Source: an optimization exercise on an open RTL-to-GDS flow (aim: a short achievable clock period and few clock cycles). Production flows keep margins and buffers that such runs may drop. Only simulation tests tie the RTL to the original design; equivalence was not proved. Power figures rest on the tool's default switching activity, not on a simulated workload.

--- design/flow/design.v ---
package isa_pkg;
    localparam int WORD_W   = 16;
    localparam int REG_AW   = 4;
    localparam int MEM_AW   = 8;
    localparam int IMM_W    = 8;
    localparam int NUM_REGS = 16;
    localparam int OPC_LSB = 12;
    localparam int RD_LSB  = 8;
    localparam int RP_LSB  = 4;
    localparam int RQ_LSB  = 0;
    typedef logic [WORD_W-1:0] word_t;      
    typedef logic [REG_AW-1:0] reg_addr_t;
    typedef logic [MEM_AW-1:0] mem_addr_t;  
    typedef logic [IMM_W-1:0]  imm_t;
    typedef enum logic [3:0] {
        ADD = 4'd0,  SUB = 4'd1,  AND = 4'd2,  OR  = 4'd3,
        XOR = 4'd4,  NOT = 4'd5,  SLA = 4'd6,  SRA = 4'd7,
        LI  = 4'd8,  LW  = 4'd9,  SW  = 4'd10, BIZ = 4'd11,
        BNZ = 4'd12, JAL = 4'd13, JMP = 4'd14, JR  = 4'd15
    } opcode_e;
    typedef enum logic [2:0] {
        ALU_ADD = 3'd0,
        ALU_SUB = 3'd1,
        ALU_AND = 3'd2,
        ALU_OR  = 3'd3,
        ALU_XOR = 3'd4,
        ALU_NOT = 3'd5,
        ALU_SLA = 3'd6,
        ALU_SRA = 3'd7
    } alu_op_e;
endpackage
package ctrl_pkg;
    typedef enum logic [1:0] {
        S_FETCH   = 2'd0,
        S_DECODE  = 2'd1,
        S_EXECUTE = 2'd2
    } state_e;
    typedef enum logic [1:0] {
        PC_HOLD = 2'd0,
        PC_INC  = 2'd1,
        PC_REL  = 2'd2,  
        PC_ABS  = 2'd3   
    } pc_op_e;
    typedef enum logic [1:0] {
        WB_ALU  = 2'd0,
        WB_MEM  = 2'd1,
        WB_IMM  = 2'd2,
        WB_LINK = 2'd3
    } wb_sel_e;
endpackage
module alu
(
    input isa_pkg::word_t   a_i,
    input isa_pkg::word_t   b_i,
    input isa_pkg::alu_op_e op_i,
    output isa_pkg::word_t   y_o
);
    always_comb begin
        case (op_i)
            isa_pkg::ALU_ADD: y_o = a_i + b_i;
            isa_pkg::ALU_SUB: y_o = a_i - b_i;
            isa_pkg::ALU_AND: y_o = a_i & b_i;
            isa_pkg::ALU_OR:  y_o = a_i | b_i;
            isa_pkg::ALU_XOR: y_o = a_i ^ b_i;
            isa_pkg::ALU_NOT: y_o = ~a_i;
            isa_pkg::ALU_SLA: y_o = a_i << 1;
            isa_pkg::ALU_SRA: y_o = a_i >> 1;  
            default: y_o = '0;
        endcase
    end
endmodule
module reg_file
(
    input  logic      clk,
    input  logic      rst,
    input  logic      we_i,
    input isa_pkg::reg_addr_t wr_addr_i,
    input isa_pkg::word_t     wr_data_i,
    input isa_pkg::reg_addr_t p_addr_i,
    input isa_pkg::reg_addr_t q_addr_i,
    output isa_pkg::word_t     p_data_o,
    output isa_pkg::word_t     q_data_o
);
    isa_pkg::word_t regs_q [isa_pkg::NUM_REGS];
    always_ff @(posedge clk or posedge rst) begin
        if (rst) begin
            for (int i = 0; i < isa_pkg::NUM_REGS; i++) begin
                regs_q[i] <= '0;
            end
        end else if (we_i) begin
            regs_q[wr_addr_i] <= wr_data_i;
        end
    end
    assign p_data_o = regs_q[p_addr_i];
    assign q_data_o = regs_q[q_addr_i];
endmodule
module program_counter
(
    input  logic      clk,
    input  logic      rst,
    input ctrl_pkg::pc_op_e    pc_op_i,
    input isa_pkg::imm_t      offset_i,
    input isa_pkg::mem_addr_t target_i,
    output isa_pkg::mem_addr_t pc_o
);
    always_ff @(posedge clk or posedge rst) begin
        if (rst) begin
            pc_o <= '0;
        end else begin
            case (pc_op_i)
                ctrl_pkg::PC_INC: begin
                    pc_o <= pc_o + isa_pkg::mem_addr_t'(1);
                end
                ctrl_pkg::PC_REL: begin
                    pc_o <= pc_o + isa_pkg::mem_addr_t'(offset_i) - isa_pkg::mem_addr_t'(1);
                end
                ctrl_pkg::PC_ABS: begin
                    pc_o <= target_i;
                end
                default: pc_o <= pc_o;
            endcase
        end
    end
endmodule
module core_control
(
    input  logic      clk,
    input  logic      rst,
    input isa_pkg::word_t     instr_i,
    output ctrl_pkg::pc_op_e    pc_op_o,
    output isa_pkg::reg_addr_t ctrl_wr_addr,
    output isa_pkg::reg_addr_t ctrl_p_addr,
    output isa_pkg::reg_addr_t ctrl_q_addr,
    output logic      ctrl_rf_we,
    output logic      ctrl_operand_ld,  
    output isa_pkg::alu_op_e   ctrl_alu_op,
    output ctrl_pkg::wb_sel_e   ctrl_wb_sel,
    output isa_pkg::imm_t      ctrl_imm,
    output logic      ctrl_mem_sel,     
    output logic      ctrl_mem_wr,
    input  logic      ctrl_p_zero
);
    ctrl_pkg::state_e    state_q;
    ctrl_pkg::state_e    state_d;
    isa_pkg::word_t     ir_q;
    isa_pkg::opcode_e   opcode;
    isa_pkg::reg_addr_t rd;
    isa_pkg::reg_addr_t rp;
    isa_pkg::reg_addr_t rq;
    logic      p_is_rd;
    always_ff @(posedge clk or posedge rst) begin
        if (rst) begin
            state_q <= ctrl_pkg::S_FETCH;
        end else begin
            state_q <= state_d;
        end
    end
    always_ff @(posedge clk) begin
        if (state_q == ctrl_pkg::S_FETCH) begin
            ir_q <= instr_i;
        end
    end
    assign opcode  = isa_pkg::opcode_e'(ir_q[isa_pkg::OPC_LSB +: 4]);
    assign rd      = ir_q[isa_pkg::RD_LSB +: isa_pkg::REG_AW];
    assign rp      = ir_q[isa_pkg::RP_LSB +: isa_pkg::REG_AW];
    assign rq      = ir_q[isa_pkg::RQ_LSB +: isa_pkg::REG_AW];
    assign p_is_rd = (opcode == isa_pkg::SW) || (opcode == isa_pkg::BIZ) || (opcode == isa_pkg::BNZ);  
    always_comb begin
        state_d         = ctrl_pkg::S_FETCH;
        pc_op_o         = ctrl_pkg::PC_HOLD;
        ctrl_wr_addr    = rd;
        ctrl_p_addr     = p_is_rd ? rd : rp;
        ctrl_q_addr     = rq;
        ctrl_rf_we      = 1'b0;
        ctrl_operand_ld = 1'b0;
        ctrl_alu_op     = isa_pkg::alu_op_e'(ir_q[isa_pkg::OPC_LSB +: 3]);
        ctrl_wb_sel     = ctrl_pkg::WB_ALU;
        ctrl_imm        = ir_q[isa_pkg::IMM_W-1:0];
        ctrl_mem_sel    = 1'b0;
        ctrl_mem_wr     = 1'b0;
        case (state_q)
            ctrl_pkg::S_FETCH: begin
                state_d = ctrl_pkg::S_DECODE;
                pc_op_o = ctrl_pkg::PC_INC;
            end
            ctrl_pkg::S_DECODE: begin
                state_d         = ctrl_pkg::S_EXECUTE;
                ctrl_operand_ld = 1'b1;
            end
            ctrl_pkg::S_EXECUTE: begin
                state_d = ctrl_pkg::S_FETCH;
                case (opcode)
                    isa_pkg::ADD, isa_pkg::SUB, isa_pkg::AND, isa_pkg::OR, isa_pkg::XOR, isa_pkg::NOT, isa_pkg::SLA, isa_pkg::SRA: begin
                        ctrl_rf_we  = 1'b1;
                        ctrl_wb_sel = ctrl_pkg::WB_ALU;
                    end
                    isa_pkg::LI: begin
                        ctrl_rf_we  = 1'b1;
                        ctrl_wb_sel = ctrl_pkg::WB_IMM;
                    end
                    isa_pkg::LW: begin
                        ctrl_rf_we   = 1'b1;
                        ctrl_wb_sel  = ctrl_pkg::WB_MEM;
                        ctrl_mem_sel = 1'b1;
                    end
                    isa_pkg::SW: begin
                        ctrl_mem_sel = 1'b1;
                        ctrl_mem_wr  = 1'b1;
                    end
                    isa_pkg::BIZ:     pc_op_o = ctrl_p_zero ? ctrl_pkg::PC_REL : ctrl_pkg::PC_HOLD;
                    isa_pkg::BNZ:     pc_op_o = ctrl_p_zero ? ctrl_pkg::PC_HOLD : ctrl_pkg::PC_REL;
                    isa_pkg::JAL: begin
                        ctrl_rf_we  = 1'b1;
                        ctrl_wb_sel = ctrl_pkg::WB_LINK;  
                        pc_op_o     = ctrl_pkg::PC_REL;
                    end
                    isa_pkg::JMP:     pc_op_o = ctrl_pkg::PC_REL;
                    isa_pkg::JR:      pc_op_o = ctrl_pkg::PC_ABS;
                    default: pc_op_o = ctrl_pkg::PC_HOLD;
                endcase
            end
            default: state_d = ctrl_pkg::S_FETCH;
        endcase
    end
endmodule
module datapath
(
    input  logic      clk,
    input  logic      rst,
    input isa_pkg::reg_addr_t ctrl_wr_addr,
    input isa_pkg::reg_addr_t ctrl_p_addr,
    input isa_pkg::reg_addr_t ctrl_q_addr,
    input  logic      ctrl_rf_we,
    input  logic      ctrl_operand_ld,
    input isa_pkg::alu_op_e   ctrl_alu_op,
    input ctrl_pkg::wb_sel_e   ctrl_wb_sel,
    input isa_pkg::imm_t      ctrl_imm,
    input  logic      ctrl_mem_sel,
    input  logic      ctrl_mem_wr,
    output logic      ctrl_p_zero,
    input isa_pkg::mem_addr_t pc_i,
    input isa_pkg::word_t     mem_rdata_i,
    output isa_pkg::mem_addr_t jr_target_o,
    output isa_pkg::mem_addr_t mem_addr_o,
    output isa_pkg::word_t     mem_wdata_o,
    output logic      mem_wr_o
);
    isa_pkg::word_t p_data;
    isa_pkg::word_t q_data;
    isa_pkg::word_t p_q;
    isa_pkg::word_t q_q;
    isa_pkg::word_t alu_y;
    isa_pkg::word_t wb_data;
    reg_file u_reg_file (
        .clk       (clk),
        .rst       (rst),
        .we_i      (ctrl_rf_we),
        .wr_addr_i (ctrl_wr_addr),
        .wr_data_i (wb_data),
        .p_addr_i  (ctrl_p_addr),
        .q_addr_i  (ctrl_q_addr),
        .p_data_o  (p_data),
        .q_data_o  (q_data)
    );
    always_ff @(posedge clk) begin
        if (ctrl_operand_ld) begin
            p_q <= p_data;
            q_q <= q_data;
        end
    end
    alu u_alu (.a_i(p_q), .b_i(q_q), .op_i(ctrl_alu_op), .y_o(alu_y));
    always_comb begin
        case (ctrl_wb_sel)
            ctrl_pkg::WB_ALU:  wb_data = alu_y;
            ctrl_pkg::WB_MEM:  wb_data = mem_rdata_i;
            ctrl_pkg::WB_IMM:  wb_data = {{(isa_pkg::WORD_W-isa_pkg::IMM_W){ctrl_imm[isa_pkg::IMM_W-1]}}, ctrl_imm};
            ctrl_pkg::WB_LINK: wb_data = isa_pkg::word_t'(pc_i);
            default: wb_data = alu_y;
        endcase
    end
    assign ctrl_p_zero = (p_q == '0);
    assign jr_target_o = p_q[isa_pkg::MEM_AW-1:0];
    assign mem_addr_o  = ctrl_mem_sel ? isa_pkg::mem_addr_t'(ctrl_imm) : pc_i;
    assign mem_wdata_o = p_q;  
    assign mem_wr_o    = ctrl_mem_wr;
endmodule
module risc16_top
(
    input  logic      clk,
    input  logic      rst,
    input isa_pkg::word_t     mem_rdata_i,
    output isa_pkg::mem_addr_t mem_addr_o,
    output isa_pkg::word_t     mem_wdata_o,
    output logic      mem_wr_o
);
    ctrl_pkg::pc_op_e    pc_op;
    isa_pkg::mem_addr_t pc;
    isa_pkg::mem_addr_t jr_target;
    isa_pkg::reg_addr_t ctrl_wr_addr;
    isa_pkg::reg_addr_t ctrl_p_addr;
    isa_pkg::reg_addr_t ctrl_q_addr;
    logic      ctrl_rf_we;
    logic      ctrl_operand_ld;
    isa_pkg::alu_op_e   ctrl_alu_op;
    ctrl_pkg::wb_sel_e   ctrl_wb_sel;
    isa_pkg::imm_t      ctrl_imm;
    logic      ctrl_mem_sel;
    logic      ctrl_mem_wr;
    logic      ctrl_p_zero;
    core_control u_core_control (
        .clk     (clk),
        .rst     (rst),
        .instr_i (mem_rdata_i),  
        .pc_op_o (pc_op),
        .ctrl_wr_addr    (ctrl_wr_addr),
        .ctrl_p_addr     (ctrl_p_addr),
        .ctrl_q_addr     (ctrl_q_addr),
        .ctrl_rf_we      (ctrl_rf_we),
        .ctrl_operand_ld (ctrl_operand_ld),
        .ctrl_alu_op     (ctrl_alu_op),
        .ctrl_wb_sel     (ctrl_wb_sel),
        .ctrl_imm        (ctrl_imm),
        .ctrl_mem_sel    (ctrl_mem_sel),
        .ctrl_mem_wr     (ctrl_mem_wr),
        .ctrl_p_zero     (ctrl_p_zero)
    );
    program_counter u_program_counter (
        .clk      (clk),
        .rst      (rst),
        .pc_op_i  (pc_op),
        .offset_i (ctrl_imm),
        .target_i (jr_target),
        .pc_o     (pc)
    );
    datapath u_datapath (
        .clk         (clk),
        .rst         (rst),
        .ctrl_wr_addr    (ctrl_wr_addr),
        .ctrl_p_addr     (ctrl_p_addr),
        .ctrl_q_addr     (ctrl_q_addr),
        .ctrl_rf_we      (ctrl_rf_we),
        .ctrl_operand_ld (ctrl_operand_ld),
        .ctrl_alu_op     (ctrl_alu_op),
        .ctrl_wb_sel     (ctrl_wb_sel),
        .ctrl_imm        (ctrl_imm),
        .ctrl_mem_sel    (ctrl_mem_sel),
        .ctrl_mem_wr     (ctrl_mem_wr),
        .ctrl_p_zero     (ctrl_p_zero),
        .pc_i        (pc),
        .mem_rdata_i (mem_rdata_i),
        .jr_target_o (jr_target),
        .mem_addr_o  (mem_addr_o),
        .mem_wdata_o (mem_wdata_o),
        .mem_wr_o    (mem_wr_o)
    );
endmodule
--- design/flow/run.sh ---
#!/bin/bash
# synth_recipe.tcl (not shown) runs the flow's synth.tcl, then flattens the netlist and writes it again
# the make line also repeats each setting of config.mk as NAME=value (left out here)
make -C /OpenROAD-flow-scripts/flow DESIGN_CONFIG=/design/flow/config.mk WORK_HOME=/design/flow/orfs CLKGATE_MAP_FILE= SYNTH_SCRIPT=/design/flow/synth_recipe.tcl finish
--- design/flow/config.mk ---
export PLATFORM = sky130hd
export DESIGN_NAME = risc16_top
export DESIGN_NICKNAME = risc16_top
export VERILOG_FILES = /design/flow/design.v
export SDC_FILE = /design/flow/constraint.sdc
export NUM_CORES = 4
export LEC_CHECK = 0
export CAP_MARGIN = 20
export CORE_MARGIN = 2
export CORE_UTILIZATION = 40
export SLEW_MARGIN = 20
--- design/flow/constraint.sdc ---
create_clock -name core_clock -period 8.0 [get_ports {clk}]
set_input_delay 1.6000 -clock core_clock [delete_from_list [all_inputs] [get_ports {clk}]]
set_output_delay 1.6000 -clock core_clock [all_outputs]
set_load 0.01 [all_outputs]
==> flow_metrics.env <==
export IMPL_status="finished clean"
export IMPL_dominantRegCellSynth="dfrtp_1"
export IMPL_vias=18600
export IMPL_critPathMaxStageDelay_ns=0.94
export IMPL_dpl_hpwl_um=55900
export IMPL_synth_most_common_cell="nand2_1"
export IMPL_chipHeight_um=226
export IMPL_fmax_mhz=178
export IMPL_ys_async_sr_fraction=0.847
export IMPL_ys_warn_count=6
export IMPL_synth_seq_area_share=0.410
export IMPL_synth_seq_cells=314
export IMPL_synth_cell_types=100
export IMPL_power_density_nw_per_um2=208
export IMPL_drt_initial_drc_count=2819
export IMPL_worst_pin_slew_ns=1.30
export IMPL_syn_inst=2152
export IMPL_finalSetupTns_ns=0
export IMPL_antenna_found_initial=1
export IMPL_drtPass1Iterations=11
export IMPL_synth_common_cells="310 x nand2_1, 266 x dfrtp_1, 223 x o21ai_0"
export IMPL_p_leak_nw=9.25
export IMPL_clkLatencyLatePin_ns=0.58
export IMPL_grt_overflow=0
export IMPL_place_gp_congestion=1.01
export IMPL_fin_total_pwr_w=0.00462
export IMPL_drive_gt1_frac=0.138
export IMPL_io_pins=43
export IMPL_grt_pass1_wl_um=121000
export IMPL_post_route_period_util=0.703
export IMPL_row_count=81
export IMPL_end_kind="output port"
export IMPL_synth_area_sq_um=19700
export IMPL_cp_max_fo=19
export IMPL_synth_edff_count=48
export IMPL_start_util=0.404
export IMPL_port_buffers=42
export IMPL_drc_errors=0
export IMPL_synthTopCellsByArea="dfrtp_1 34%, edfxtp_1 7.3%, nand2_1 5.9%"
export IMPL_instances_no_fill=2842
export IMPL_routed_wl_um=82900
export IMPL_synth_top_cell_area_share=0.337
export IMPL_area_growth_pct=12.3
export IMPL_ctsResizeCount=0
export IMPL_slew_limit_headroom=0.134
export IMPL_cts_htree_levels=2
export IMPL_vias_per_cell=6.53
export IMPL_crit_arrival_ns=4.03
export IMPL_cts_tree="done"
export IMPL_wl_per_cell_um=29.2
export IMPL_cp_cell_sequence="nor2_1, a211oi_1, o21ai_1, mux2_2, clkdlybuf4s50_1"
export IMPL_yosysTopAreaCell="dfrtp_1"
export IMPL_post_place_cells=2768
export IMPL_cts_sinks=314
export IMPL_grt_pass1_vias=17700
export IMPL_ctsHoldBuffers=0
export IMPL_crit_type="flip-flop to output port"
export IMPL_hold_worst_slack_ns=0.510
export IMPL_slew_violations=0
export IMPL_clk_path_buf_depth=3
export IMPL_critPathLaunchType="flip-flop"
export IMPL_dieWidth_um=226
export IMPL_grt_use_total=0.326
export IMPL_synth_area_per_cell_sq_um=9.18
export IMPL_cap_viol_max_count=0
export IMPL_required_ns=6.40
export IMPL_clk_pin_slew_ns=0.06
export IMPL_slowest_stage="nor2_1"
export IMPL_grt_setup_unrepaired="false"
export IMPL_cts_buffers=38
export IMPL_hold_class="flip-flop to flip-flop"
export IMPL_cts_setup_buffers=0
export IMPL_ant_nets=0
export IMPL_fin_nets=2226
export IMPL_setup_viol=0
export IMPL_hold_violations=0
export IMPL_final_util=0.454
export IMPL_grt_max_degree=124
export IMPL_fin_crit_ns=5.63
export IMPL_dieArea_sq_um=51200
export IMPL_skew_ns=0.0199
export IMPL_peakVddDrop_mv=0.140
export IMPL_root_buffer="clkbuf_16"
export IMPL_core_area_sq_um=48800
export IMPL_synth_nets=2234
## registers in the layout, indices dropped and copies added, names as in the netlist
register,cells
u_core_control.state_q,2
u_datapath.u_reg_file.regs_q,256
u_datapath.p_q,16
u_datapath.q_q,16
u_core_control.ir_q,16
u_program_counter.pc_o,8
## where the power goes
group | internal [W] | switching, W | total, W | leakage (nW)
clock | 0.00105 | 0.000735 | 0.00178 | 0.637
sequential | 0.00171 | 0.000108 | 0.00182 | 3.60
combinational | 0.000375 | 0.000639 | 0.00101 | 5.01
## through the flow
step	setup slack (ns)	instance area [sq um]
5_1_grt	2.16	22200
4_1_cts	2.40	22200
3_5_place_dp	3.01	20900
6_report	2.37	22200
2_1_floorplan	2.89	19700
3_3_place_gp	3.10	20900
## critical path: cells and delay by family (launching register included)
kind	cells	cell delay, ns
AOI/OAI and AO/OA	2	0.89
and+or+nand+nor	1	0.94
muxes	1	0.41
DFF	1	0.71
buffers and inverters	1	0.48
## cell families after synthesis
kind of cell	count (synthesis)	synth area share
AOI/OAI and AO/OA	689	0.238
and+or+nand+nor	665	0.155
DFF	314	0.410
buffers and inverters	228	0.0530
muxes	156	0.0874
adders and majority gates	64	0.0413
xor gates and xnor gates	36	0.0160
## final timing paths
kind | to | cells past startpoint | slack, ns | startpoint
worst min register to register | u_datapath.u_reg_file.regs_q[1][7]$_DFFE_PP0P_ | 2 | 0.51 | u_datapath.u_reg_file.regs_q[1][7]$_DFFE_PP0P_
worst max register to register | u_datapath.p_q[0]$_DFFE_PN_ | 7 | 3.12 | u_core_control.ir_q[14]$_DFFE_PP_
worst min-delay path | u_datapath.u_reg_file.regs_q[1][7]$_DFFE_PP0P_ | 2 | 0.51 | u_datapath.u_reg_file.regs_q[1][7]$_DFFE_PP0P_
min in group asynchronous | u_datapath.u_reg_file.regs_q[10][2]$_DFFE_PP0P_ | 2 | 1.37 | rst
max in group asynchronous | u_datapath.u_reg_file.regs_q[5][14]$_DFFE_PP0P_ | 3 | 5.28 | rst
worst max-delay path | mem_addr_o[7] | 5 | 2.37 | u_core_control.ir_q[14]$_DFFE_PP_
## final cells by class
| type | count | area, sq um |
|---|---|---|
| fill | 4740 | 26700 |
| tap | 664 | 831 |
| clock buffer | 55 | 1120 |
| sequential | 314 | 8100 |
| inverter | 72 | 274 |
| timing repair buffer | 108 | 928 |
| antenna | 4 | 10.0 |
| multi-input combinational | 1610 | 10700 |
| clock inverter | 15 | 168 |
## placed cells by master, fill, tap and decap left out, types with 8 or more instances in the layout
master,n
a21o_1,8
a21oi_1,123
edfxtp_1,48
a211oi_1,15
clkbuf_16,39
o21ai_0,222
o211ai_1,8
nand2b_1,16
ha_1,62
a22oi_1,66
mux2i_1,64
nor2_2,9
o21ai_1,10
nor2b_1,14
clkbuf_1,8
inv_1,69
nor3_1,27
and3_1,11
dfrtp_1,266
a222oi_1,16
a31oi_1,40
a221oi_1,28
nand3_1,64
mux2_2,87
nor2_1,144
nand4_1,10
xnor2_1,31
buf_4,65
a22o_1,25
clkbuf_8,8
nand2_1,310
o22ai_1,16
clkdlybuf4s50_1,42
## per-layer routing
metal  part of all wire  track usage  wire length [um]  vias up
met5                  0            0                 0        -
met4              0.074        0.193              6160        0
met3               0.13        0.104             10400      415
met2               0.41        0.469             33900     1299
met1               0.39        0.427             32500     8945
li1                   -            -                 -     7894
Testbench counts, summed over its fixed seeds: cycles 39,651.

re-timing with driven ports:
The results above use ideal ports. As a check the final layout listed here was re-extracted and re-timed, cells and wires unchanged. Step 1: set_driving_cell puts a clkbuf_16 on clk and a buf_2 on each other input, an assumption about the parent block. Step 2 times the ports against the registers' clock, not the clock port: input delays grow and output delays shrink by t, the midpoint of the rising clock arrivals with the driver on. Slacks: no drivers / after step 1 / after step 2; pairs: no drivers / after step 1.
shift t [ns]: 0.626
setup slack, ns: 2.374 / 2.318 / 2.944
worst data-port slew with drivers (ns): 0.06
After both steps setup and hold are still met in this run. The setup slack of this run moves by -0.056 ns with the drivers and by +0.570 ns with both steps.
